Background: an optimization exercise with open tools, aiming at a short achievable clock period and few clock cycles per item. Do not read the settings as production practice.
RTL that was checked went through simulation tests only; none was proved equivalent to the original.
Function not checked in run 1: the RTL went through the layout flow alone.

==> flow/design.v, too long to show whole: its modules and the start of the top module <==
// module lkdv_arith: 13 lines
// module lkdv_qualify: 169 lines
// module lkdv_scale: 1257 lines
// module link_keeping_drive_vector: 167 lines
module link_keeping_drive_vector (
	input  logic                      clk,
	input  logic                      arst_n,
	input  logic                      psel,
	input  logic                      penable,
	input  logic                      pwrite,
	input  logic [2:0]                paddr,
	input  logic [31:0]               pwdata,
	output logic [31:0]               prdata,
	output logic                      pready,
	input  logic                      in_valid,
	output logic                      in_stall,
	input  logic signed [COORD_W-1:0] offset_x,
	input  logic signed [COORD_W-1:0] offset_y,
	input  logic                      present,
	input  logic                      frame_end,
	output logic                      out_valid,
	input  logic                      out_stall,
	output logic signed [COORD_W-1:0] drive_x,
	output logic signed [COORD_W-1:0] drive_y,
	output logic                      has_signal,
	output logic [CNT_W-1:0]          chosen_index
);
  // ...
==> flow/flow/run.sh <==
#!/bin/bash
# Standard synthesis and layout; timing repair aims at a tighter period than
# the clock's (setup margin below), which the standard settings cap at 5 ns.
set -euo pipefail
MARGIN=${MARGIN:-7.5}
bash standard.sh synth > synth.log 2>&1
bash standard.sh finish SETUP_SLACK_MARGIN=$MARGIN TNS_END_PERCENT=100 > layout.log 2>&1
==> flow/standard.sh <==
#!/bin/bash
# synth_recipe.tcl (not shown) runs the flow's synth.tcl, then flattens the netlist and writes it again
# the make line also repeats each setting of config.mk as NAME=value (left out here)
make -C /OpenROAD-flow-scripts/flow DESIGN_CONFIG=/design/flow/config.mk WORK_HOME=/design/flow/orfs CLKGATE_MAP_FILE= SYNTH_SCRIPT=/design/flow/synth_recipe.tcl "${@:-finish}"
==> flow/config.mk <==
export PLATFORM = sky130hd
export DESIGN_NAME = link_keeping_drive_vector
export DESIGN_NICKNAME = link_keeping_drive_vector
export VERILOG_FILES = /design/flow/design.v
export SDC_FILE = /design/flow/constraint.sdc
export NUM_CORES = 4
export LEC_CHECK = 0
export CAP_MARGIN = 20
export CORE_MARGIN = 2
export CORE_UTILIZATION = 40
export PLACE_DENSITY = 0.6
export SLEW_MARGIN = 20
==> flow/constraint.sdc <==
create_clock -name core_clock -period 11.0 [get_ports {clk}]
set_input_delay 2.2000 -clock core_clock [delete_from_list [all_inputs] [get_ports {clk}]]
set_output_delay 2.2000 -clock core_clock [all_outputs]
set_load 0.01 [all_outputs]
==> reports/metrics.yaml, run 1 <==
global_routing:
  grt_pass1_wl_um: 608000
  grtUsageMet1_pct: 21.8
  grtUsageMet2_pct: 30.4
layout:
  multi_input_area_sq_um: 79000
  nClkBuffers: 555
  syn_to_final_growth_pct: 17.7
  seq_cell_count: 4085
  final_cell_mix: "2663 x dfxtp_1, 1337 x inv_1, 1257 x edfxtp_1"
  fin_area_sq_um: 208000
  largest_class: "flip-flops and latches"
  layout_commonest_cell: "dfxtp_1"
  num-multi-input-gates: 8463
  n_fill_cell: 38655
routing:
  drt-met1-wl_um: 171000
  drtIter0Drc: 6521
  drtPass1Iterations: 6
  drt-total-wl_um: 398000
  wl_met2_um: 197000
  ant_nets: 0
  drc: 0
timing:
  max_freq_mhz: 215
  period_share_pct: 42.3
  skew_ns: 0.0854
floorplanning:
  pin_count: 148
  initial_core_util_pct: 40.2
clock_tree:
  cts.sinks: 4085
  clk_latency_ns: 0.97
  cts_tree: "yes"
logic_synthesis:
  synthMuxAreaShare_pct: 7.01
  synth_top_family_by_area: "adder cells"
  syn_area_sq_um: 176000
  yosysTopAreaCell: "dfxtp_1"
run_status:
  status: "timing/DRC/antenna clean"
worst_setup_path:
  reg2reg_depth: 18
  timing.critical_path.mode_cell: "fa_1"
  crit_end: "u_scale.p11_pxl[20]"
  worst_setup_path_end_kind: "register"
==> module lkdv_qualify, before the edit <==
module lkdv_qualify (
	input  logic        clk,
	input  logic        arst_n,
	input  logic        beat_v,
	input  logic [15:0] beat_x,
	input  logic [15:0] beat_y,
	input  logic        beat_p,
	input  logic        beat_e,
	input  logic [15:0] reach,
	output logic        fr_v,
	output logic        fr_f,
	output logic        fr_sx,
	output logic        fr_sy,
	output logic [15:0] fr_ax,
	output logic [15:0] fr_ay,
	output logic [2:0]  fr_idx,
	output logic [31:0] fr_sq
);
	logic [3:0]  cnt_q;
	logic        v1, e1, c1, sx1, sy1;
	logic [2:0]  idx1;
	logic [15:0] ax1, ay1;
	always_ff @(posedge clk or negedge arst_n) begin
		if (!arst_n) begin
			cnt_q <= '0;
			v1    <= 1'b0;
		end else begin
			v1 <= beat_v;
			if (beat_v) begin
				if (beat_e)
					cnt_q <= '0;
				else if (!cnt_q[3])
					cnt_q <= cnt_q + 4'd1;
			end
		end
	end
	always_ff @(posedge clk) begin
		e1   <= beat_e;
		c1   <= beat_p & ~cnt_q[3];
		idx1 <= cnt_q[2:0];
		sx1  <= beat_x[15];
		sy1  <= beat_y[15];
		ax1  <= beat_x[15] ? (~beat_x + 16'd1) : beat_x;
		ay1  <= beat_y[15] ? (~beat_y + 16'd1) : beat_y;
	end
	logic        v2, e2, c2, sx2, sy2;
	logic [2:0]  idx2;
	logic [15:0] ax2, ay2;
	logic [15:0] xll2, xhh2, yll2, yhh2;
	logic [15:0] xlh2, ylh2;
	always_ff @(posedge clk or negedge arst_n) begin
		if (!arst_n) v2 <= 1'b0;
		else         v2 <= v1;
	end
	always_ff @(posedge clk) begin
		e2   <= e1;
		c2   <= c1;
		idx2 <= idx1;
		sx2  <= sx1;
		sy2  <= sy1;
		ax2  <= ax1;
		ay2  <= ay1;
		xll2 <= ax1[7:0] * ax1[7:0];
		xlh2 <= ax1[7:0] * ax1[15:8];
		xhh2 <= ax1[15:8] * ax1[15:8];
		yll2 <= ay1[7:0] * ay1[7:0];
		ylh2 <= ay1[7:0] * ay1[15:8];
		yhh2 <= ay1[15:8] * ay1[15:8];
	end
	logic        v3, e3, c3, sx3, sy3;
	logic [2:0]  idx3;
	logic [15:0] ax3, ay3;
	logic [30:0] xsq3, ysq3;
	always_ff @(posedge clk or negedge arst_n) begin
		if (!arst_n) v3 <= 1'b0;
		else         v3 <= v2;
	end
	always_ff @(posedge clk) begin
		e3   <= e2;
		c3   <= c2;
		idx3 <= idx2;
		sx3  <= sx2;
		sy3  <= sy2;
		ax3  <= ax2;
		ay3  <= ay2;
		xsq3 <= {xhh2[14:0], 16'd0} + {6'd0, xlh2, 9'd0} + {15'd0, xll2};
		ysq3 <= {yhh2[14:0], 16'd0} + {6'd0, ylh2, 9'd0} + {15'd0, yll2};
	end
	logic        v4, e4, c4, sx4, sy4;
	logic [2:0]  idx4;
	logic [15:0] ax4, ay4;
	logic [31:0] sq4;
	always_ff @(posedge clk or negedge arst_n) begin
		if (!arst_n) v4 <= 1'b0;
		else         v4 <= v3;
	end
	always_ff @(posedge clk) begin
		e4   <= e3;
		c4   <= c3;
		idx4 <= idx3;
		sx4  <= sx3;
		sy4  <= sy3;
		ax4  <= ax3;
		ay4  <= ay3;
		sq4  <= {1'b0, xsq3} + {1'b0, ysq3};
	end
	logic [15:0] rll, rlh, rhh;
	logic [31:0] r2;
	always_ff @(posedge clk) begin
		rll <= reach[7:0] * reach[7:0];
		rlh <= reach[7:0] * reach[15:8];
		rhh <= reach[15:8] * reach[15:8];
		r2  <= {rhh, 16'd0} + {7'd0, rlh, 9'd0} + {16'd0, rll};
	end
	logic        v5, e5, q5, sx5, sy5;
	logic [2:0]  idx5;
	logic [15:0] ax5, ay5;
	logic [31:0] sq5;
	always_ff @(posedge clk or negedge arst_n) begin
		if (!arst_n) v5 <= 1'b0;
		else         v5 <= v4;
	end
	always_ff @(posedge clk) begin
		e5   <= e4;
		q5   <= c4 & (sq4 > r2);
		idx5 <= idx4;
		sx5  <= sx4;
		sy5  <= sy4;
		ax5  <= ax4;
		ay5  <= ay4;
		sq5  <= sq4;
	end
	logic        fnd_q;
	logic        h_sx, h_sy;
	logic [2:0]  h_idx;
	logic [15:0] h_ax, h_ay;
	logic [31:0] h_sq;
	always_ff @(posedge clk or negedge arst_n) begin
		if (!arst_n) begin
			fnd_q <= 1'b0;
			fr_v  <= 1'b0;
		end else begin
			fr_v <= v5 & e5;
			if (v5) begin
				if (e5)
					fnd_q <= 1'b0;
				else if (!fnd_q)
					fnd_q <= q5;
			end
		end
	end
	always_ff @(posedge clk) begin
		if (v5 && !e5 && !fnd_q) begin
			h_sx  <= sx5;
			h_sy  <= sy5;
			h_idx <= idx5;
			h_ax  <= ax5;
			h_ay  <= ay5;
			h_sq  <= sq5;
		end
		fr_f   <= fnd_q | q5;
		fr_sx  <= fnd_q ? h_sx  : sx5;
		fr_sy  <= fnd_q ? h_sy  : sy5;
		fr_idx <= fnd_q ? h_idx : idx5;
		fr_ax  <= fnd_q ? h_ax  : ax5;
		fr_ay  <= fnd_q ? h_ay  : ay5;
		fr_sq  <= fnd_q ? h_sq  : sq5;
	end
endmodule
==> module link_keeping_drive_vector, before the edit <==
module link_keeping_drive_vector (
	input  logic                      clk,
	input  logic                      arst_n,
	input  logic                      psel,
	input  logic                      penable,
	input  logic                      pwrite,
	input  logic [2:0]                paddr,
	input  logic [31:0]               pwdata,
	output logic [31:0]               prdata,
	output logic                      pready,
	input  logic                      in_valid,
	output logic                      in_stall,
	input  logic signed [COORD_W-1:0] offset_x,
	input  logic signed [COORD_W-1:0] offset_y,
	input  logic                      present,
	input  logic                      frame_end,
	output logic                      out_valid,
	input  logic                      out_stall,
	output logic signed [COORD_W-1:0] drive_x,
	output logic signed [COORD_W-1:0] drive_y,
	output logic                      has_signal,
	output logic [CNT_W-1:0]          chosen_index
);
	localparam int unsigned QA_W  = 5;                
	localparam int unsigned OWE_W = QA_W + 1;
	localparam int unsigned LIMIT = (1 << QA_W) - 2;  
	logic [COORD_W-1:0] reach_q;
	logic [DRIVE_W-1:0] gain_q;
	logic [31:0]        prdata_q;
	assign pready = 1'b1;
	always_ff @(posedge clk or negedge arst_n) begin
		if (!arst_n) begin
			reach_q <= '0;
			gain_q  <= '0;
		end else if (psel && penable && pwrite) begin
			if (paddr[2])
				gain_q  <= pwdata[DRIVE_W-1:0];
			else
				reach_q <= pwdata[COORD_W-1:0];
		end
	end
	always_ff @(posedge clk) begin
		prdata_q <= paddr[2] ? {{(32-DRIVE_W){1'b0}}, gain_q} : {{(32-COORD_W){1'b0}}, reach_q};
	end
	assign prdata = prdata_q;
	logic               in_stall_q;
	logic               bv_q, be_q, bp_q;
	logic [COORD_W-1:0] bx_q, by_q;
	always_ff @(posedge clk or negedge arst_n) begin
		if (!arst_n) bv_q <= 1'b0;
		else         bv_q <= in_valid & ~in_stall_q;
	end
	always_ff @(posedge clk) begin
		bx_q <= offset_x;
		by_q <= offset_y;
		bp_q <= present;
		be_q <= frame_end;
	end
	assign in_stall = in_stall_q;
	logic        fr_v, fr_f, fr_sx, fr_sy;
	logic [15:0] fr_ax, fr_ay;
	logic [2:0]  fr_idx;
	logic [31:0] fr_sq;
	lkdv_qualify u_qualify (
		.clk    (clk),
		.arst_n (arst_n),
		.beat_v (bv_q),
		.beat_x (bx_q),
		.beat_y (by_q),
		.beat_p (bp_q),
		.beat_e (be_q),
		.reach  (reach_q),
		.fr_v   (fr_v),
		.fr_f   (fr_f),
		.fr_sx  (fr_sx),
		.fr_sy  (fr_sy),
		.fr_ax  (fr_ax),
		.fr_ay  (fr_ay),
		.fr_idx (fr_idx),
		.fr_sq  (fr_sq)
	);
	logic        sc_v, sc_f, sc_sx, sc_sy;
	logic [2:0]  sc_idx;
	logic [14:0] sc_qx, sc_qy;
	lkdv_scale u_scale (
		.clk    (clk),
		.arst_n (arst_n),
		.in_v   (fr_v),
		.in_f   (fr_f),
		.in_sx  (fr_sx),
		.in_sy  (fr_sy),
		.in_ax  (fr_ax),
		.in_ay  (fr_ay),
		.in_idx (fr_idx),
		.in_sq  (fr_sq),
		.gain   (gain_q),
		.o_v    (sc_v),
		.o_f    (sc_f),
		.o_sx   (sc_sx),
		.o_sy   (sc_sy),
		.o_idx  (sc_idx),
		.o_qx   (sc_qx),
		.o_qy   (sc_qy)
	);
	logic [36:0]     rq_mem [0:(1<<QA_W)-1];
	logic [QA_W:0]   wp_q, rp_q;
	logic [15:0]     res_x, res_y;
	logic [36:0]     res;
	logic [36:0]     rq_head;
	logic            rq_nonempty;
	logic            head_v;
	logic [36:0]     head_d;
	logic            out_valid_q;
	logic [36:0]     out_q;
	logic            out_load;
	assign res_x = sc_f ? (sc_sx ? (16'd0 - {1'b0, sc_qx}) : {1'b0, sc_qx}) : 16'd0;
	assign res_y = sc_f ? (sc_sy ? (16'd0 - {1'b0, sc_qy}) : {1'b0, sc_qy}) : 16'd0;
	assign res   = {res_x, res_y, sc_f, sc_f ? {1'b0, sc_idx} : 4'd0};
	always_ff @(posedge clk) begin
		if (sc_v)
			rq_mem[wp_q[QA_W-1:0]] <= res;
	end
	assign rq_head     = rq_mem[rp_q[QA_W-1:0]];
	assign rq_nonempty = (wp_q != rp_q);
	assign head_v      = rq_nonempty | sc_v;
	assign head_d      = rq_nonempty ? rq_head : res;
	assign out_load    = ~out_valid_q | ~out_stall;
	always_ff @(posedge clk or negedge arst_n) begin
		if (!arst_n) begin
			wp_q        <= '0;
			rp_q        <= '0;
			out_valid_q <= 1'b0;
		end else begin
			if (sc_v)
				wp_q <= wp_q + 1'b1;
			if (out_load) begin
				out_valid_q <= head_v;
				if (head_v)
					rp_q <= rp_q + 1'b1;
			end
		end
	end
	always_ff @(posedge clk) begin
		if (out_load)
			out_q <= head_d;
	end
	assign out_valid    = out_valid_q;
	assign drive_x      = out_q[36:21];
	assign drive_y      = out_q[20:5];
	assign has_signal   = out_q[4];
	assign chosen_index = out_q[3:0];
	logic [OWE_W-1:0] owed_q;
	logic [OWE_W-1:0] owed_d;
	logic             pop_q;
	assign owed_d = owed_q + {{(OWE_W-1){1'b0}}, bv_q & be_q} - {{(OWE_W-1){1'b0}}, pop_q};
	always_ff @(posedge clk or negedge arst_n) begin
		if (!arst_n) begin
			owed_q     <= '0;
			pop_q      <= 1'b0;
			in_stall_q <= 1'b0;
		end else begin
			owed_q     <= owed_d;
			pop_q      <= out_valid_q & ~out_stall;
			in_stall_q <= (owed_d >= LIMIT);
		end
	end
endmodule
==> inputs of run 2 (changes only) <==
--- a/flow/design.v
+++ b/flow/design.v
@@ -63,100 +63,131 @@
 		sx1  <= beat_x[15];
 		sy1  <= beat_y[15];
 		ax1  <= beat_x[15] ? (~beat_x + 16'd1) : beat_x;
 		ay1  <= beat_y[15] ? (~beat_y + 16'd1) : beat_y;
 	end
 	logic        v2, e2, c2, sx2, sy2;
 	logic [2:0]  idx2;
 	logic [15:0] ax2, ay2;
-	logic [15:0] xll2, xhh2, yll2, yhh2;
-	logic [15:0] xlh2, ylh2;
+	logic [11:0] xaa0, xaa1, xab0, xab1, xbb0, xbb1;
+	logic [11:0] yaa0, yaa1, yab0, yab1, ybb0, ybb1;
 	always_ff @(posedge clk or negedge arst_n) begin
 		if (!arst_n) v2 <= 1'b0;
 		else         v2 <= v1;
 	end
 	always_ff @(posedge clk) begin
 		e2   <= e1;
 		c2   <= c1;
 		idx2 <= idx1;
 		sx2  <= sx1;
 		sy2  <= sy1;
 		ax2  <= ax1;
 		ay2  <= ay1;
-		xll2 <= ax1[7:0] * ax1[7:0];
-		xlh2 <= ax1[7:0] * ax1[15:8];
-		xhh2 <= ax1[15:8] * ax1[15:8];
-		yll2 <= ay1[7:0] * ay1[7:0];
-		ylh2 <= ay1[7:0] * ay1[15:8];
-		yhh2 <= ay1[15:8] * ay1[15:8];
+		xaa0 <= ax1[15:8] * ax1[11:8];
+		xaa1 <= ax1[15:8] * ax1[15:12];
+		xab0 <= ax1[15:8] * ax1[3:0];
+		xab1 <= ax1[15:8] * ax1[7:4];
+		xbb0 <= ax1[7:0] * ax1[3:0];
+		xbb1 <= ax1[7:0] * ax1[7:4];
+		yaa0 <= ay1[15:8] * ay1[11:8];
+		yaa1 <= ay1[15:8] * ay1[15:12];
+		yab0 <= ay1[15:8] * ay1[3:0];
+		yab1 <= ay1[15:8] * ay1[7:4];
+		ybb0 <= ay1[7:0] * ay1[3:0];
+		ybb1 <= ay1[7:0] * ay1[7:4];
 	end
 	logic        v3, e3, c3, sx3, sy3;
 	logic [2:0]  idx3;
 	logic [15:0] ax3, ay3;
-	logic [30:0] xsq3, ysq3;
+	logic [15:0] xaa3, xab3, xbb3, yaa3, yab3, ybb3;
 	always_ff @(posedge clk or negedge arst_n) begin
 		if (!arst_n) v3 <= 1'b0;
 		else         v3 <= v2;
 	end
 	always_ff @(posedge clk) begin
 		e3   <= e2;
 		c3   <= c2;
 		idx3 <= idx2;
 		sx3  <= sx2;
 		sy3  <= sy2;
 		ax3  <= ax2;
 		ay3  <= ay2;
-		xsq3 <= {xhh2[14:0], 16'd0} + {6'd0, xlh2, 9'd0} + {15'd0, xll2};
-		ysq3 <= {yhh2[14:0], 16'd0} + {6'd0, ylh2, 9'd0} + {15'd0, yll2};
+		xaa3 <= {xaa1, 4'd0} + {4'd0, xaa0};
+		xab3 <= {xab1, 4'd0} + {4'd0, xab0};
+		xbb3 <= {xbb1, 4'd0} + {4'd0, xbb0};
+		yaa3 <= {yaa1, 4'd0} + {4'd0, yaa0};
+		yab3 <= {yab1, 4'd0} + {4'd0, yab0};
+		ybb3 <= {ybb1, 4'd0} + {4'd0, ybb0};
 	end
 	logic        v4, e4, c4, sx4, sy4;
 	logic [2:0]  idx4;
 	logic [15:0] ax4, ay4;
-	logic [31:0] sq4;
+	logic [30:0] xsq4, ysq4;
 	always_ff @(posedge clk or negedge arst_n) begin
 		if (!arst_n) v4 <= 1'b0;
 		else         v4 <= v3;
 	end
 	always_ff @(posedge clk) begin
 		e4   <= e3;
 		c4   <= c3;
 		idx4 <= idx3;
 		sx4  <= sx3;
 		sy4  <= sy3;
 		ax4  <= ax3;
 		ay4  <= ay3;
-		sq4  <= {1'b0, xsq3} + {1'b0, ysq3};
+		xsq4 <= {xaa3[14:0], 16'd0} + {6'd0, xab3, 9'd0} + {15'd0, xbb3};
+		ysq4 <= {yaa3[14:0], 16'd0} + {6'd0, yab3, 9'd0} + {15'd0, ybb3};
+	end
+	logic        v4b, e4b, c4b, sx4b, sy4b;
+	logic [2:0]  idx4b;
+	logic [15:0] ax4b, ay4b;
+	logic [31:0] sq4;
+	always_ff @(posedge clk or negedge arst_n) begin
+		if (!arst_n) v4b <= 1'b0;
+		else         v4b <= v4;
+	end
+	always_ff @(posedge clk) begin
+		e4b   <= e4;
+		c4b   <= c4;
+		idx4b <= idx4;
+		sx4b  <= sx4;
+		sy4b  <= sy4;
+		ax4b  <= ax4;
+		ay4b  <= ay4;
+		sq4   <= {1'b0, xsq4} + {1'b0, ysq4};
 	end
-	logic [15:0] rll, rlh, rhh;
+	logic [11:0] raa0, raa1, rab0, rab1, rbb0, rbb1;
+	logic [15:0] raa, rab, rbb;
 	logic [31:0] r2;
 	always_ff @(posedge clk) begin
-		rll <= reach[7:0] * reach[7:0];
-		rlh <= reach[7:0] * reach[15:8];
-		rhh <= reach[15:8] * reach[15:8];
-		r2  <= {rhh, 16'd0} + {7'd0, rlh, 9'd0} + {16'd0, rll};
+		raa0 <= reach[15:8] * reach[11:8];
+		raa1 <= reach[15:8] * reach[15:12];
+		rab0 <= reach[15:8] * reach[3:0];
+		rab1 <= reach[15:8] * reach[7:4];
+		rbb0 <= reach[7:0] * reach[3:0];
+		rbb1 <= reach[7:0] * reach[7:4];
+		raa  <= {raa1, 4'd0} + {4'd0, raa0};
+		rab  <= {rab1, 4'd0} + {4'd0, rab0};
+		rbb  <= {rbb1, 4'd0} + {4'd0, rbb0};
+		r2   <= {raa, 16'd0} + {7'd0, rab, 9'd0} + {16'd0, rbb};
 	end
 	logic        v5, e5, q5, sx5, sy5;
 	logic [2:0]  idx5;
 	logic [15:0] ax5, ay5;
 	logic [31:0] sq5;
-	always_ff @(posedge clk or negedge arst_n) begin
-		if (!arst_n) v5 <= 1'b0;
-		else         v5 <= v4;
-	end
-	always_ff @(posedge clk) begin
-		e5   <= e4;
-		q5   <= c4 & (sq4 > r2);
-		idx5 <= idx4;
-		sx5  <= sx4;
-		sy5  <= sy4;
-		ax5  <= ax4;
-		ay5  <= ay4;
-		sq5  <= sq4;
-	end
+	assign v5   = v4b;
+	assign e5   = e4b;
+	assign q5   = c4b & (sq4 > r2);
+	assign idx5 = idx4b;
+	assign sx5  = sx4b;
+	assign sy5  = sy4b;
+	assign ax5  = ax4b;
+	assign ay5  = ay4b;
+	assign sq5  = sq4;
 	logic        fnd_q;
 	logic        h_sx, h_sy;
 	logic [2:0]  h_idx;
 	logic [15:0] h_ax, h_ay;
 	logic [31:0] h_sq;
 	always_ff @(posedge clk or negedge arst_n) begin
 		if (!arst_n) begin
 			fnd_q <= 1'b0;
@@ -204,16 +235,20 @@
 	output logic        o_v,
 	output logic        o_f,
 	output logic        o_sx,
 	output logic        o_sy,
 	output logic [2:0]  o_idx,
 	output logic [14:0] o_qx,
 	output logic [14:0] o_qy
 );
+	logic [14:0] gain_r;
+	always_ff @(posedge clk) begin
+		gain_r <= gain;
+	end
 	logic [2:0] s0_a, s0_b, s0_d;
 	logic s0_ge;
 	assign s0_a = in_sq[31:30];
 	assign s0_b = 2'd1;
 	lkdv_arith #(.W(3)) u_s0 (.a(s0_a), .b(s0_b), .ge(s0_ge), .diff(s0_d));
 	logic [1:0] s0_rem;
 	assign s0_rem = s0_ge ? s0_d[1:0] : s0_a[1:0];
 	logic [0:0] s0_root;
@@ -237,110 +272,110 @@
 	assign s2_b = {s1_root, 2'b01};
 	lkdv_arith #(.W(5)) u_s2 (.a(s2_a), .b(s2_b), .ge(s2_ge), .diff(s2_d));
 	logic [3:0] s2_rem;
 	assign s2_rem = s2_ge ? s2_d[3:0] : s2_a[3:0];
 	logic [2:0] s2_root;
 	assign s2_root = {s1_root, s2_ge};
 	logic [25:0] s2_n;
 	assign s2_n = s1_n[25:0];
+	logic [5:0] s3_a, s3_b, s3_d;
+	logic s3_ge;
+	assign s3_a = {s2_rem, s2_n[25:24]};
+	assign s3_b = {s2_root, 2'b01};
+	lkdv_arith #(.W(6)) u_s3 (.a(s3_a), .b(s3_b), .ge(s3_ge), .diff(s3_d));
+	logic [4:0] s3_rem;
+	assign s3_rem = s3_ge ? s3_d[4:0] : s3_a[4:0];
+	logic [3:0] s3_root;
+	assign s3_root = {s2_root, s3_ge};
+	logic [23:0] s3_n;
+	assign s3_n = s2_n[23:0];
 	logic [0:0] p1_v;
 	logic [0:0] p1_f;
 	logic [0:0] p1_sx;
 	logic [0:0] p1_sy;
 	logic [2:0] p1_idx;
 	logic [15:0] p1_ax;
 	logic [15:0] p1_ay;
-	logic [25:0] p1_n;
-	logic [3:0] p1_rem;
-	logic [2:0] p1_root;
+	logic [23:0] p1_n;
+	logic [4:0] p1_rem;
+	logic [3:0] p1_root;
 	always_ff @(posedge clk or negedge arst_n) begin
 		if (!arst_n) p1_v <= 1'b0;
 		else         p1_v <= in_v;
 	end
 	always_ff @(posedge clk) begin
 		p1_f <= in_f;
 		p1_sx <= in_sx;
 		p1_sy <= in_sy;
 		p1_idx <= in_idx;
 		p1_ax <= in_ax;
 		p1_ay <= in_ay;
-		p1_n <= s2_n;
-		p1_rem <= s2_rem;
-		p1_root <= s2_root;
+		p1_n <= s3_n;
+		p1_rem <= s3_rem;
+		p1_root <= s3_root;
 	end
-	logic [5:0] s3_a, s3_b, s3_d;
-	logic s3_ge;
-	assign s3_a = {p1_rem, p1_n[25:24]};
-	assign s3_b = {p1_root, 2'b01};
-	lkdv_arith #(.W(6)) u_s3 (.a(s3_a), .b(s3_b), .ge(s3_ge), .diff(s3_d));
-	logic [4:0] s3_rem;
-	assign s3_rem = s3_ge ? s3_d[4:0] : s3_a[4:0];
-	logic [3:0] s3_root;
-	assign s3_root = {p1_root, s3_ge};
-	logic [23:0] s3_n;
-	assign s3_n = p1_n[23:0];
 	logic [6:0] s4_a, s4_b, s4_d;
 	logic s4_ge;
-	assign s4_a = {s3_rem, s3_n[23:22]};
-	assign s4_b = {s3_root, 2'b01};
+	assign s4_a = {p1_rem, p1_n[23:22]};
+	assign s4_b = {p1_root, 2'b01};
 	lkdv_arith #(.W(7)) u_s4 (.a(s4_a), .b(s4_b), .ge(s4_ge), .diff(s4_d));
 	logic [5:0] s4_rem;
 	assign s4_rem = s4_ge ? s4_d[5:0] : s4_a[5:0];
 	logic [4:0] s4_root;
-	assign s4_root = {s3_root, s4_ge};
+	assign s4_root = {p1_root, s4_ge};
 	logic [21:0] s4_n;
-	assign s4_n = s3_n[21:0];
+	assign s4_n = p1_n[21:0];
+	logic [7:0] s5_a, s5_b, s5_d;
+	logic s5_ge;
+	assign s5_a = {s4_rem, s4_n[21:20]};
+	assign s5_b = {s4_root, 2'b01};
+	lkdv_arith #(.W(8)) u_s5 (.a(s5_a), .b(s5_b), .ge(s5_ge), .diff(s5_d));
+	logic [6:0] s5_rem;
+	assign s5_rem = s5_ge ? s5_d[6:0] : s5_a[6:0];
+	logic [5:0] s5_root;
+	assign s5_root = {s4_root, s5_ge};
+	logic [19:0] s5_n;
+	assign s5_n = s4_n[19:0];
 	logic [0:0] p2_v;
 	logic [0:0] p2_f;
 	logic [0:0] p2_sx;
 	logic [0:0] p2_sy;
 	logic [2:0] p2_idx;
 	logic [15:0] p2_ax;
 	logic [15:0] p2_ay;
-	logic [21:0] p2_n;
-	logic [5:0] p2_rem;
-	logic [4:0] p2_root;
+	logic [19:0] p2_n;
+	logic [6:0] p2_rem;
+	logic [5:0] p2_root;
 	always_ff @(posedge clk or negedge arst_n) begin
 		if (!arst_n) p2_v <= 1'b0;
 		else         p2_v <= p1_v;
 	end
 	always_ff @(posedge clk) begin
 		p2_f <= p1_f;
 		p2_sx <= p1_sx;
 		p2_sy <= p1_sy;
 		p2_idx <= p1_idx;
 		p2_ax <= p1_ax;
 		p2_ay <= p1_ay;
-		p2_n <= s4_n;
-		p2_rem <= s4_rem;
-		p2_root <= s4_root;
+		p2_n <= s5_n;
+		p2_rem <= s5_rem;
+		p2_root <= s5_root;
 	end
-	logic [7:0] s5_a, s5_b, s5_d;
-	logic s5_ge;
-	assign s5_a = {p2_rem, p2_n[21:20]};
-	assign s5_b = {p2_root, 2'b01};
-	lkdv_arith #(.W(8)) u_s5 (.a(s5_a), .b(s5_b), .ge(s5_ge), .diff(s5_d));
-	logic [6:0] s5_rem;
-	assign s5_rem = s5_ge ? s5_d[6:0] : s5_a[6:0];
-	logic [5:0] s5_root;
-	assign s5_root = {p2_root, s5_ge};
-	logic [19:0] s5_n;
-	assign s5_n = p2_n[19:0];
 	logic [8:0] s6_a, s6_b, s6_d;
 	logic s6_ge;
-	assign s6_a = {s5_rem, s5_n[19:18]};
-	assign s6_b = {s5_root, 2'b01};
+	assign s6_a = {p2_rem, p2_n[19:18]};
+	assign s6_b = {p2_root, 2'b01};
 	lkdv_arith #(.W(9)) u_s6 (.a(s6_a), .b(s6_b), .ge(s6_ge), .diff(s6_d));
 	logic [7:0] s6_rem;
 	assign s6_rem = s6_ge ? s6_d[7:0] : s6_a[7:0];
 	logic [6:0] s6_root;
-	assign s6_root = {s5_root, s6_ge};
+	assign s6_root = {p2_root, s6_ge};
 	logic [17:0] s6_n;
-	assign s6_n = s5_n[17:0];
+	assign s6_n = p2_n[17:0];
 	logic [0:0] p3_v;
 	logic [0:0] p3_f;
 	logic [0:0] p3_sx;
 	logic [0:0] p3_sy;
 	logic [2:0] p3_idx;
 	logic [15:0] p3_ax;
 	logic [15:0] p3_ay;
 	logic [17:0] p3_n;
@@ -536,93 +571,184 @@
 		p8_sy <= p7_sy;
 		p8_idx <= p7_idx;
 		p8_ax <= p7_ax;
 		p8_ay <= p7_ay;
 		p8_n <= s11_n;
 		p8_rem <= s11_rem;
 		p8_root <= s11_root;
 	end
+	logic [16:0] px0;
+	assign px0 = gain_r * p8_ax[1:0];
+	logic [16:0] px1;
+	assign px1 = gain_r * p8_ax[3:2];
+	logic [16:0] px2;
+	assign px2 = gain_r * p8_ax[5:4];
+	logic [16:0] px3;
+	assign px3 = gain_r * p8_ax[7:6];
+	logic [16:0] px4;
+	assign px4 = gain_r * p8_ax[9:8];
+	logic [16:0] px5;
+	assign px5 = gain_r * p8_ax[11:10];
+	logic [16:0] px6;
+	assign px6 = gain_r * p8_ax[13:12];
+	logic [16:0] px7;
+	assign px7 = gain_r * p8_ax[15:14];
+	logic [16:0] py0;
+	assign py0 = gain_r * p8_ay[1:0];
+	logic [16:0] py1;
+	assign py1 = gain_r * p8_ay[3:2];
+	logic [16:0] py2;
+	assign py2 = gain_r * p8_ay[5:4];
+	logic [16:0] py3;
+	assign py3 = gain_r * p8_ay[7:6];
+	logic [16:0] py4;
+	assign py4 = gain_r * p8_ay[9:8];
+	logic [16:0] py5;
+	assign py5 = gain_r * p8_ay[11:10];
+	logic [16:0] py6;
+	assign py6 = gain_r * p8_ay[13:12];
+	logic [16:0] py7;
+	assign py7 = gain_r * p8_ay[15:14];
 	logic [14:0] s12_a, s12_b, s12_d;
 	logic s12_ge;
 	assign s12_a = {p8_rem, p8_n[7:6]};
 	assign s12_b = {p8_root, 2'b01};
 	lkdv_arith #(.W(15)) u_s12 (.a(s12_a), .b(s12_b), .ge(s12_ge), .diff(s12_d));
 	logic [13:0] s12_rem;
 	assign s12_rem = s12_ge ? s12_d[13:0] : s12_a[13:0];
 	logic [12:0] s12_root;
 	assign s12_root = {p8_root, s12_ge};
 	logic [5:0] s12_n;
 	assign s12_n = p8_n[5:0];
 	logic [0:0] p9_v;
 	logic [0:0] p9_f;
 	logic [0:0] p9_sx;
 	logic [0:0] p9_sy;
 	logic [2:0] p9_idx;
-	logic [15:0] p9_ax;
-	logic [15:0] p9_ay;
 	logic [5:0] p9_n;
 	logic [13:0] p9_rem;
 	logic [12:0] p9_root;
+	logic [16:0] p9_px0;
+	logic [16:0] p9_px1;
+	logic [16:0] p9_px2;
+	logic [16:0] p9_px3;
+	logic [16:0] p9_px4;
+	logic [16:0] p9_px5;
+	logic [16:0] p9_px6;
+	logic [16:0] p9_px7;
+	logic [16:0] p9_py0;
+	logic [16:0] p9_py1;
+	logic [16:0] p9_py2;
+	logic [16:0] p9_py3;
+	logic [16:0] p9_py4;
+	logic [16:0] p9_py5;
+	logic [16:0] p9_py6;
+	logic [16:0] p9_py7;
 	always_ff @(posedge clk or negedge arst_n) begin
 		if (!arst_n) p9_v <= 1'b0;
 		else         p9_v <= p8_v;
 	end
 	always_ff @(posedge clk) begin
 		p9_f <= p8_f;
 		p9_sx <= p8_sx;
 		p9_sy <= p8_sy;
 		p9_idx <= p8_idx;
-		p9_ax <= p8_ax;
-		p9_ay <= p8_ay;
 		p9_n <= s12_n;
 		p9_rem <= s12_rem;
 		p9_root <= s12_root;
-	end
+		p9_px0 <= px0;
+		p9_px1 <= px1;
+		p9_px2 <= px2;
+		p9_px3 <= px3;
+		p9_px4 <= px4;
+		p9_px5 <= px5;
+		p9_px6 <= px6;
+		p9_px7 <= px7;
+		p9_py0 <= py0;
+		p9_py1 <= py1;
+		p9_py2 <= py2;
+		p9_py3 <= py3;
+		p9_py4 <= py4;
+		p9_py5 <= py5;
+		p9_py6 <= py6;
+		p9_py7 <= py7;
+	end
+	logic [18:0] pxq0;
+	assign pxq0 = {p9_px1, 2'd0} + {2'd0, p9_px0};
+	logic [18:0] pxq1;
+	assign pxq1 = {p9_px3, 2'd0} + {2'd0, p9_px2};
+	logic [18:0] pxq2;
+	assign pxq2 = {p9_px5, 2'd0} + {2'd0, p9_px4};
+	logic [18:0] pxq3;
+	assign pxq3 = {p9_px7, 2'd0} + {2'd0, p9_px6};
+	logic [18:0] pyq0;
+	assign pyq0 = {p9_py1, 2'd0} + {2'd0, p9_py0};
+	logic [18:0] pyq1;
+	assign pyq1 = {p9_py3, 2'd0} + {2'd0, p9_py2};
+	logic [18:0] pyq2;
+	assign pyq2 = {p9_py5, 2'd0} + {2'd0, p9_py4};
+	logic [18:0] pyq3;
+	assign pyq3 = {p9_py7, 2'd0} + {2'd0, p9_py6};
 	logic [15:0] s13_a, s13_b, s13_d;
 	logic s13_ge;
 	assign s13_a = {p9_rem, p9_n[5:4]};
 	assign s13_b = {p9_root, 2'b01};
 	lkdv_arith #(.W(16)) u_s13 (.a(s13_a), .b(s13_b), .ge(s13_ge), .diff(s13_d));
 	logic [14:0] s13_rem;
 	assign s13_rem = s13_ge ? s13_d[14:0] : s13_a[14:0];
 	logic [13:0] s13_root;
 	assign s13_root = {p9_root, s13_ge};
 	logic [3:0] s13_n;
 	assign s13_n = p9_n[3:0];
 	logic [0:0] p10_v;
 	logic [0:0] p10_f;
 	logic [0:0] p10_sx;
 	logic [0:0] p10_sy;
 	logic [2:0] p10_idx;
-	logic [15:0] p10_ax;
-	logic [15:0] p10_ay;
 	logic [3:0] p10_n;
 	logic [14:0] p10_rem;
 	logic [13:0] p10_root;
+	logic [18:0] p10_pxq0;
+	logic [18:0] p10_pxq1;
+	logic [18:0] p10_pxq2;
+	logic [18:0] p10_pxq3;
+	logic [18:0] p10_pyq0;
+	logic [18:0] p10_pyq1;
+	logic [18:0] p10_pyq2;
+	logic [18:0] p10_pyq3;
 	always_ff @(posedge clk or negedge arst_n) begin
 		if (!arst_n) p10_v <= 1'b0;
 		else         p10_v <= p9_v;
 	end
 	always_ff @(posedge clk) begin
 		p10_f <= p9_f;
 		p10_sx <= p9_sx;
 		p10_sy <= p9_sy;
 		p10_idx <= p9_idx;
-		p10_ax <= p9_ax;
-		p10_ay <= p9_ay;
 		p10_n <= s13_n;
 		p10_rem <= s13_rem;
 		p10_root <= s13_root;
-	end
-	logic [22:0] pxl, pxh, pyl, pyh;
-	assign pxl = gain * p10_ax[7:0];
-	assign pxh = gain * p10_ax[15:8];
-	assign pyl = gain * p10_ay[7:0];
-	assign pyh = gain * p10_ay[15:8];
+		p10_pxq0 <= pxq0;
+		p10_pxq1 <= pxq1;
+		p10_pxq2 <= pxq2;
+		p10_pxq3 <= pxq3;
+		p10_pyq0 <= pyq0;
+		p10_pyq1 <= pyq1;
+		p10_pyq2 <= pyq2;
+		p10_pyq3 <= pyq3;
+	end
+	logic [22:0] pxh0;
+	assign pxh0 = {p10_pxq1, 4'd0} + {4'd0, p10_pxq0};
+	logic [22:0] pxh1;
+	assign pxh1 = {p10_pxq3, 4'd0} + {4'd0, p10_pxq2};
+	logic [22:0] pyh0;
+	assign pyh0 = {p10_pyq1, 4'd0} + {4'd0, p10_pyq0};
+	logic [22:0] pyh1;
+	assign pyh1 = {p10_pyq3, 4'd0} + {4'd0, p10_pyq2};
 	logic [16:0] s14_a, s14_b, s14_d;
 	logic s14_ge;
 	assign s14_a = {p10_rem, p10_n[3:2]};
 	assign s14_b = {p10_root, 2'b01};
 	lkdv_arith #(.W(17)) u_s14 (.a(s14_a), .b(s14_b), .ge(s14_ge), .diff(s14_d));
 	logic [15:0] s14_rem;
 	assign s14_rem = s14_ge ? s14_d[15:0] : s14_a[15:0];
 	logic [14:0] s14_root;
@@ -632,40 +758,41 @@
 	logic [0:0] p11_v;
 	logic [0:0] p11_f;
 	logic [0:0] p11_sx;
 	logic [0:0] p11_sy;
 	logic [2:0] p11_idx;
 	logic [1:0] p11_n;
 	logic [15:0] p11_rem;
 	logic [14:0] p11_root;
-	logic [22:0] p11_pxl;
-	logic [22:0] p11_pxh;
-	logic [22:0] p11_pyl;
-	logic [22:0] p11_pyh;
+	logic [22:0] p11_pxh0;
+	logic [22:0] p11_pxh1;
+	logic [22:0] p11_pyh0;
+	logic [22:0] p11_pyh1;
 	always_ff @(posedge clk or negedge arst_n) begin
 		if (!arst_n) p11_v <= 1'b0;
 		else         p11_v <= p10_v;
 	end
 	always_ff @(posedge clk) begin
 		p11_f <= p10_f;
 		p11_sx <= p10_sx;
 		p11_sy <= p10_sy;
 		p11_idx <= p10_idx;
 		p11_n <= s14_n;
 		p11_rem <= s14_rem;
 		p11_root <= s14_root;
-		p11_pxl <= pxl;
-		p11_pxh <= pxh;
-		p11_pyl <= pyl;
-		p11_pyh <= pyh;
-	end
-	logic [30:0] px, py;
-	assign px = {p11_pxh, 8'd0} + {8'd0, p11_pxl};
-	assign py = {p11_pyh, 8'd0} + {8'd0, p11_pyl};
+		p11_pxh0 <= pxh0;
+		p11_pxh1 <= pxh1;
+		p11_pyh0 <= pyh0;
+		p11_pyh1 <= pyh1;
+	end
+	logic [30:0] px;
+	assign px = {p11_pxh1, 8'd0} + {8'd0, p11_pxh0};
+	logic [30:0] py;
+	assign py = {p11_pyh1, 8'd0} + {8'd0, p11_pyh0};
 	logic [17:0] s15_a, s15_b, s15_d;
 	logic s15_ge;
 	assign s15_a = {p11_rem, p11_n[1:0]};
 	assign s15_b = {p11_root, 2'b01};
 	lkdv_arith #(.W(18)) u_s15 (.a(s15_a), .b(s15_b), .ge(s15_ge), .diff(s15_d));
 	logic [16:0] s15_rem;
 	assign s15_rem = s15_ge ? s15_d[16:0] : s15_a[16:0];
 	logic [15:0] s15_root;
@@ -1599,18 +1726,19 @@
 	assign has_signal   = out_q[4];
 	assign chosen_index = out_q[3:0];
 	logic [OWE_W-1:0] owed_q;
 	logic [OWE_W-1:0] owed_d;
 	logic             pop_q;
 	assign owed_d = owed_q + {{(OWE_W-1){1'b0}}, bv_q & be_q} - {{(OWE_W-1){1'b0}}, pop_q};
 	always_ff @(posedge clk or negedge arst_n) begin
 		if (!arst_n) begin
-			owed_q     <= '0;
-			pop_q      <= 1'b0;
-			in_stall_q <= 1'b0;
+			owed_q <= '0;
+			pop_q  <= 1'b0;
 		end else begin
-			owed_q     <= owed_d;
-			pop_q      <= out_valid_q & ~out_stall;
-			in_stall_q <= (owed_d >= LIMIT);
+			owed_q <= owed_d;
+			pop_q  <= out_valid_q & ~out_stall;
 		end
 	end
+	always_ff @(posedge clk) begin
+		in_stall_q <= (owed_d >= LIMIT);
+	end
 endmodule
==> flow/config.mk (replaced) <==
export PLATFORM = sky130hd
export DESIGN_NAME = link_keeping_drive_vector
export DESIGN_NICKNAME = link_keeping_drive_vector
export VERILOG_FILES = /design/flow/design.v
export SDC_FILE = /design/flow/constraint.sdc
export NUM_CORES = 4
export LEC_CHECK = 0
export ABC_CLOCK_PERIOD_IN_PS = 3000
export CAP_MARGIN = 20
export CORE_MARGIN = 2
export CORE_UTILIZATION = 60
export PLACE_DENSITY = 0.72
export SLEW_MARGIN = 20
==> reports/metrics.yaml, run 2 <==
run_status:
  status: "timing/DRC/antenna clean"
logic_synthesis:
  synth_area_leaders: "dfxtp_1 34%, edfxtp_1 20%, ha_1 9.6%"
  synth_seq_cells: 4632
  netlist.area_leader.share_pct: 34.2
  async_flop_share_pct: 1.94
  synth_edf_count: 1257
  synth_cell_types: 94
  synth-main-ff-cell: "dfxtp_1"
  yosysMostFrequentCell: "dfxtp_1"
  yosysTopAreaCell: "dfxtp_1"
  yosysSeqAreaShare_pct: 55.0
  synthTopCellsByCount: "3285 x dfxtp_1, 1478 x ha_1, 1342 x inv_1"
  syn_area_sq_um: 192000  # +8.9%
  yosys_warnings: 3
  synth_cells: 16024
  syn_avg_cell_area_sq_um: 12.0
routing:
  drtIter0Drc: 7214  # +11%
  drc: 0  # unchanged
  vias: 115738
  vias_per_cell: 5.50
  drt-total-wl_um: 398000  # about the same
  drtPass1Iterations: 5  # -1
  ant_nets: 0  # unchanged
  post_drt_wl_per_cell_um: 18.9
floorplanning:
  core_area_sq_um: 318000
  chipHeight_um: 570
  die_w_um: 570
  initial_core_util_pct: 60.4  # +20 points
  rows: 207
  dieArea_sq_um: 325000
  pin_count: 148  # unchanged
layout:
  syn_to_final_growth_pct: 12.3
  drive_above_1_share_pct: 12.4
  nNetsFinal: 18264
  ff_latch_area_sq_um: 106000
  final_core_util_pct: 67.8
  n_fill_cell: 22905  # -41%
  layout_commonest_cell: "dfxtp_1"
  final_cell_mix: "3220 x dfxtp_1, 1469 x ha_1, 1340 x inv_1"
  largest_reg_flops: 1152
  multi_input_area_sq_um: 80900  # +2.3%
global_routing:
  grt_pass1_wl_um: 626000  # +2.9%
  gr-usage-all-layers_pct: 24.3
  grt_pass1_vias: 117396
  grt_max_degree: 96
  antenna_found_initial: 14
  grt_overflow: 0
clock_tree:
  cts_inserted_buffers: 443
  clk_latency_ns: 1.01  # +0.04 ns
  clk_path_buf_depth: 4
  postCtsHoldBufs: 0
  clk_pin_slew_ns: 0.06
  cts_root_buffer: "clkbuf_16"
  cts_tree: "yes"
  htree_levels: 5
  cts.sinks: 4632  # +13%
worst_setup_path:
  path_class: "register to output port"
  critical_path.slowest_cell: "edfxtp_1"
  path_buf_inv: 1
  crit_chain: "buf_2"
  rrSetupSlack_ns: 7.58
  worst_setup_path_end_kind: "output port"
  rr_endpoint: "u_qualify.rbb1[11]"
  reg2reg_depth: 15  # -3
  critPathMaxStageDelay_ns: 0.58
  r2r_start: "reach_q[1]"
  path_delay_family: "flip-flops"
  crit_fanout: 1
  crit_arrival_ns: 1.78
  crit_path_start_kind: "register"
  worstPathRequired_ns: 8.80
worst_hold_path:
  hold_path_end: "u_scale.p26_qy[1]"
  min_path_type: "register to register"
  holdCritStartpoint: "u_scale.p25_qy[0]"
  holdPathStages: 0
timing:
  fin_ws_ns: 7.02
  rsz0062_at_grt: "yes"
  slew_headroom_pct: 26.4
  skew_ns: 0.121  # +0.0358 ns
  period_share_pct: 36.2  # -6.1 points
  max_freq_mhz: 251  # +17%
  finalSetupTns_ns: 0
  hold_viol_final: 0
  slew_viol_final: 0
  tightest_slew_ns: 1.10
  fin_crit_ns: 3.98
  finalSetupViolations: 0
job:
  drv_cap: 0
placement:
  numPortBuffers: 111
  dp_slack_ns: 6.53
  gp_congestion: 0.855
  hpwl_um: 262000
[run 2: cell types whose count changed after synthesis, sizes merged, moves of 60 or more]
cell,before,now
nand2,699,777
inv,1407,1342
and2,618,724
nor2,709,776
dfxtp,2737,3285
a21boi,44,155
fa,604,227
o21ai,549,609
nand3,102,178
ha,1210,1478
xor2,235,310
a21oi,684,788
xnor2,498,805
[run 2: metal layers]
| layer | wire (um) | GRT usage (%) | vias up |
|---|---|---|---|
| li1 | - | - | 56703 |
| met1 | 156000 | 28.1 | 55507 |
| met2 | 206000 | 45.2 | 2737 |
| met3 | 19200 | 3.23 | 783 |
| met4 | 17000 | 9.71 | 8 |
| met5 | 54 | 0 | - |
[run 2: kinds of logic (layout without fill, tap and decap cells)]
logic type,count (synthesis),after routing,share of synthesized area (%)
flip-flops,4632,4632,55.0
AND/OR/NAND/NOR,3368,3368,8.78
AO/OA/AOI/OAI,2740,2742,9.14
adder cells (fa/ha/maj),1705,1705,12.0
buffers and inverters,1693,2518,3.40
XOR/XNOR,1115,1115,5.08
multiplexers,769,769,6.57
other,2,24,0.00391
[run 2: metrics by stage]
step	hold slack (ns)	cells	cell area, sq um
global route	0.229	21049	216000
global placement	0.310	20085	198000
detailed placement	0.312	20086	198000
finish	0.211	21053	216000
CTS	0.223	20958	214000
floorplan	0.310	16040	192000
[run 2: how the worst max path moves through the flow]
stage / depth (start not counted) / to / start / slack, ns
CTS: 1 / has_signal / out_q[4] / 6.95
global route: 1 / has_signal / out_q[4] / 6.97
detailed placement: 4 / reach_q[4] / paddr[2] / 6.53
finish: 1 / has_signal / out_q[4] / 7.02
global placement: 4 / reach_q[4] / paddr[2] / 6.54
floorplan: 3 / rq_mem[25][0] / u_scale.p27_v / 7.17
[run 2: cell type report]
cell class / instances / share of cell area, %
Inverter: 1342 / 2.34
Antenna cell: 6 / 0.00696
Tap cell: 4180 / 2.42
Sequential cell: 4632 / 49.1
Clock buffer: 609 / 5.93
Timing Repair Buffer: 345 / 1.43
Timing Repair inverter: 2 / 0.00696
Multi-Input combinational cell: 9717 / 37.5
Clock inverter: 220 / 1.31
[run 2: repair_timing]
action	4_1_cts	5_1_grt
cloned	4	3
endpoints found under the setup margin	273	357
resized for setup	357	172
setup buffers	39	86
pin swaps	6	69
Testbench counts of run 2, summed over its fixed seeds: cycles 19,552, frames 4,096.

## static timing again, ports no longer ideal
The flow's constraints put no driver on any port. The routed layouts listed below were extracted and timed again, unchanged, in two steps.
Step 1 (the two cells are an assumption about what drives the block):
set clk [get_ports {clk}]
set_driving_cell -lib_cell sky130_fd_sc_hd__clkbuf_16 $clk
set_driving_cell -lib_cell sky130_fd_sc_hd__buf_2 [delete_from_list [all_inputs] $clk]
Step 2, shift: input delay + t, output delay - t, t = (earliest + latest rising clock arrival at the registers) / 2. This alone moves slack from input paths to output paths.
Three values: ideal ports, drivers, drivers and shift; two values: the first two.
run | shift t [ns] | setup WS [ns] | hold WS [ns] | worst data-port slew with drivers (ns) | cell pins on the clock port's net
run 1 | 1.051 | 6.347 / 6.347 / 6.347 | 0.251 / 0.251 / 0.251 | 0.07 | 1
run 2 | 1.055 | 7.021 / 6.918 / 6.907 | 0.211 / 0.211 / 0.211 | 0.07 | 1
After both steps every run listed still meets setup and hold. The setup slack of run 2, which loses most, moves by -0.103 ns with the drivers and by -0.114 ns with both steps.
